Background: an optimization exercise with open tools, aiming at small area, a short achievable clock period and few clock cycles per item. Do not read the settings as production practice.
Power is estimated from default activity; no workload was simulated.

Design alu_exec, start of the top module:
module alu_exec (
	input  logic                  clk,
	input  logic                  arst_n,
	input  logic                  in_valid,
	input  logic [5:0]            in_op,
	input  logic [32-1:0] in_a,
	input  logic [32-1:0] in_b,
	output logic                  out_valid,
	output logic [32-1:0] out_result,
	output logic                  flag_n,
	output logic                  flag_z,
	output logic                  flag_v
);
==> module alu_exec, before the edit <==
module alu_exec (
	input  logic                  clk,
	input  logic                  arst_n,
	input  logic                  in_valid,
	input  logic [5:0]            in_op,
	input  logic [32-1:0] in_a,
	input  logic [32-1:0] in_b,
	output logic                  out_valid,
	output logic [32-1:0] out_result,
	output logic                  flag_n,
	output logic                  flag_z,
	output logic                  flag_v
);
	localparam int W = 32;
	logic [3:0] f;
	logic       legal;
	logic       arith;
	logic       sub;
	logic       shift;
	logic       sll;
	logic       lxor;
	logic       land;
	logic [W-1:0] x_d;
	logic [W-1:0] y_d;
	assign f     = in_op[3:0];
	assign legal = in_valid & (in_op[5:4] == 2'b10) & (~f[3] | (f[2:0] == 3'b000));
	assign arith = ~f[3] & ~f[2] & ~(f[1] & f[0]);    
	assign sub   = f[1] & ~f[2] & ~f[0];              
	assign shift = f[2] & f[1];                       
	assign sll   = f[0];                              
	assign lxor  = f[3];                              
	assign land  = f[2] & ~f[1];                      
	logic [W-1:0] ab_x;
	logic [W-1:0] ab_a;
	logic [W-1:0] a_rev;
	logic [W-1:0] a_rev16;
	logic [W-1:0] a_16;
	assign ab_x = in_a ^ in_b;
	assign ab_a = in_a & in_b;
	always_comb begin
		for (int i = 0; i < W; i++)
			a_rev[i] = in_a[W-1-i];
	end
	assign a_16    = in_a >> 16;
	assign a_rev16 = a_rev >> 16;
	logic sel_x;      
	logic sel_xn;     
	logic sel_and;    
	logic sel_nand;   
	logic sel_r0;     
	logic sel_r16;    
	logic sel_l0;     
	logic sel_l16;    
	logic gen_add;    
	logic gen_sub;    
	assign sel_x    = (arith & ~sub) | lxor;
	assign sel_xn   = sub;
	assign sel_and  = land;
	assign sel_nand = ~arith & ~land & ~shift & ~lxor;
	assign sel_r0   = shift & ~sll & ~in_b[4];
	assign sel_r16  = shift & ~sll &  in_b[4];
	assign sel_l0   = shift &  sll & ~in_b[4];
	assign sel_l16  = shift &  sll &  in_b[4];
	assign gen_add  = legal & arith & ~sub;
	assign gen_sub  = legal & sub;
	always_comb begin
		x_d = ({W{sel_x}}    &  ab_x)
		    | ({W{sel_xn}}   & ~ab_x)
		    | ({W{sel_and}}  &  ab_a)
		    | ({W{sel_nand}} & ~ab_a)
		    | ({W{sel_r0}}   &  in_a)
		    | ({W{sel_r16}}  &  a_16)
		    | ({W{sel_l0}}   &  a_rev)
		    | ({W{sel_l16}}  &  a_rev16);
		y_d = ({W{gen_add}} & ab_a)
		    | ({W{gen_sub}} & in_a & ~in_b);
		x_d[0] = (arith | lxor) ? ab_x[0] : x_d[0];
		y_d[0] = gen_add & ab_a[0] | gen_sub & (in_a[0] | ~in_b[0]);
	end
	logic         s2_valid;
	logic         s2_sel_x;    
	logic         s2_sel_r;    
	logic         s2_sel_l;    
	logic         s2_we;
	logic [W-1:0] s2_x;    
	logic [W-1:0] s2_y;    
	logic [3:0]   s2_s4;   
	logic [3:0]   s2_s1;   
	always_ff @(posedge clk or negedge arst_n) begin
		if (!arst_n)
			s2_valid <= 1'b0;
		else
			s2_valid <= legal;
	end
	always_ff @(posedge clk) begin
		s2_sel_x <= ~shift;
		s2_sel_r <= shift & ~sll;
		s2_sel_l <= shift & sll;
		s2_we    <= legal & ~shift;
		s2_x     <= x_d;
		s2_y     <= y_d;
		s2_s4    <= 4'b0001 << in_b[3:2];
		s2_s1    <= 4'b0001 << in_b[1:0];
	end
	logic [W-1:0] gg [0:5];
	logic [W-1:0] pp [0:5];
	logic [W:0]   c;
	always_comb begin
		gg[0] = s2_y;
		pp[0] = s2_x;
		pp[0][0] = 1'b0;
		for (int l = 0; l < 5; l++) begin
			gg[l+1] = gg[l];
			pp[l+1] = pp[l];
			for (int i = 0; i < W; i++) begin
				if (((i >> l) & 1) == 1) begin
					int j;
					j = ((i >> l) << l) - 1;
					gg[l+1][i] = gg[l][i] | (pp[l][i] & gg[l][j]);
					pp[l+1][i] = pp[l][i] & pp[l][j];
				end
			end
		end
	end
	assign c = {gg[5], 1'b0};
	logic [W-1:0] sh4;
	logic [W-1:0] sh1;
	logic [W-1:0] m;
	logic [W-1:0] result;
	always_comb begin
		sh4 = '0;
		sh1 = '0;
		for (int k = 0; k < 4; k++)
			sh4 = sh4 | ({W{s2_s4[k]}} & (s2_x >> (4 * k)));
		for (int k = 0; k < 4; k++)
			sh1 = sh1 | ({W{s2_s1[k]}} & (sh4 >> k));
		for (int i = 0; i < W; i++)
			m[i] = (s2_sel_x & s2_x[i]) | (s2_sel_r & sh1[i]) | (s2_sel_l & sh1[W-1-i]);
	end
	assign result = m ^ c[W-1:0];
	logic [W-1:0] t;
	logic         z_sum;
	assign t     = s2_x | s2_y;
	assign z_sum = ~s2_x[0] & (s2_x[1] == s2_y[0]) & &(~(s2_x[W-1:2] ^ t[W-2:1]));
	always_ff @(posedge clk or negedge arst_n) begin
		if (!arst_n) begin
			out_valid <= 1'b0;
			flag_n    <= 1'b0;
			flag_z    <= 1'b0;
			flag_v    <= 1'b0;
		end else begin
			out_valid <= s2_valid;
			flag_n <= (s2_we ? m[W-1] : flag_n) ^ c[W-1];
			if (s2_we)
				flag_z <= z_sum;
			flag_v <= (s2_we ? 1'b0 : flag_v) ^ c[W] ^ c[W-1];
		end
	end
	always_ff @(posedge clk) begin
		out_result <= result;
	end
endmodule
clock: 5.5 ns
lec_check: 0
cap_margin: 20
core_margin: 2
core_utilization: 40
cts_buf_list: sky130_fd_sc_hd__clkbuf_8
setup_slack_margin: 3.4
slew_margin: 20
standard.sh (not shown) runs the stock make flow with config.mk's settings and CLKGATE_MAP_FILE= SYNTH_SCRIPT=/design/flow/synth_recipe.tcl, a recipe that flattens the netlist after the stock synthesis.
==> flow/flow/run.sh <==
#!/bin/bash
# Standard layout with two changes:
# - the port buffers are plain buf_1 cells rather than the delay cells
#   buffer_ports picks by default;
# - clock tree synthesis runs with its standard arguments but without dummy
#   loads.
export BUFFER_PORTS_ARGS="-buffer_cell sky130_fd_sc_hd__buf_1"
export CTS_ARGS="-sink_clustering_enable -repair_clock_nets -buf_list sky130_fd_sc_hd__clkbuf_8 -dont_use_dummy_load"
bash standard.sh > standard.log 2>&1
Rerun with:
--- a/flow/design.v
+++ b/flow/design.v
@@ -99,8 +99,9 @@
 		x_d[0] = (arith | lxor) ? ab_x[0] : x_d[0];
 		y_d[0] = gen_add & ab_a[0] | gen_sub & (in_a[0] | ~in_b[0]);
 	end
 	logic         s2_valid;
+	logic         s2_arith;
 	logic         s2_sel_x;    
 	logic         s2_sel_r;    
 	logic         s2_sel_l;    
 	logic         s2_we;
@@ -114,8 +115,9 @@
 		else
 			s2_valid <= legal;
 	end
 	always_ff @(posedge clk) begin
+		s2_arith <= arith;
 		s2_sel_x <= ~shift;
 		s2_sel_r <= shift & ~sll;
 		s2_sel_l <= shift & sll;
 		s2_we    <= legal & ~shift;
@@ -173,9 +175,9 @@
 		end else begin
 			out_valid <= s2_valid;
 			flag_n <= (s2_we ? m[W-1] : flag_n) ^ c[W-1];
 			if (s2_we)
-				flag_z <= z_sum;
+				flag_z <= s2_arith ? z_sum : (s2_x == '0);
 			flag_v <= (s2_we ? 1'b0 : flag_v) ^ c[W] ^ c[W-1];
 		end
 	end
 	always_ff @(posedge clk) begin
Result:
- clock skew stays flat
- die area decreases by 0.72%
- via count decreases by 2.5%
- setup slack gets worse by 150 ps
- sequential cell count increases by 1
- total power increases by 0.49%
No run of this note included a check of the RTL's function; only the layout flow was run.

static timing again, ports no longer ideal:
In the flow no input, the clock included, has a driving cell. The finished layouts below were timed again as built, in two steps.
Step 1 assumes that a clkbuf_16 drives the clock port and a buf_2 every other input.
Step 2 moves the port delays by t, midway between the first and last clock arrival at a register: inputs arrive t later, outputs are due t later. That takes back most of the time a late clock gives input paths.
Slacks: no drivers / after step 1 / after step 2; pairs: no drivers / after step 1.
| run | t (ns) | setup WS [ns] | worst register clock-pin slew, ns | worst slew at a driven data input, ns |
|---|---|---|---|---|
| the first run | 0.485 | 3.374 / 3.374 / 2.928 | 0.08 / 0.08 | 0.05 |
| the second run | 0.485 | 3.227 / 3.227 / 2.974 | 0.08 / 0.08 | 0.04 |
After both steps every run listed still meets setup and hold. For the first run, which loses most, drivers alone change the setup slack by 0.000 ns; drivers and shift together by -0.446 ns.
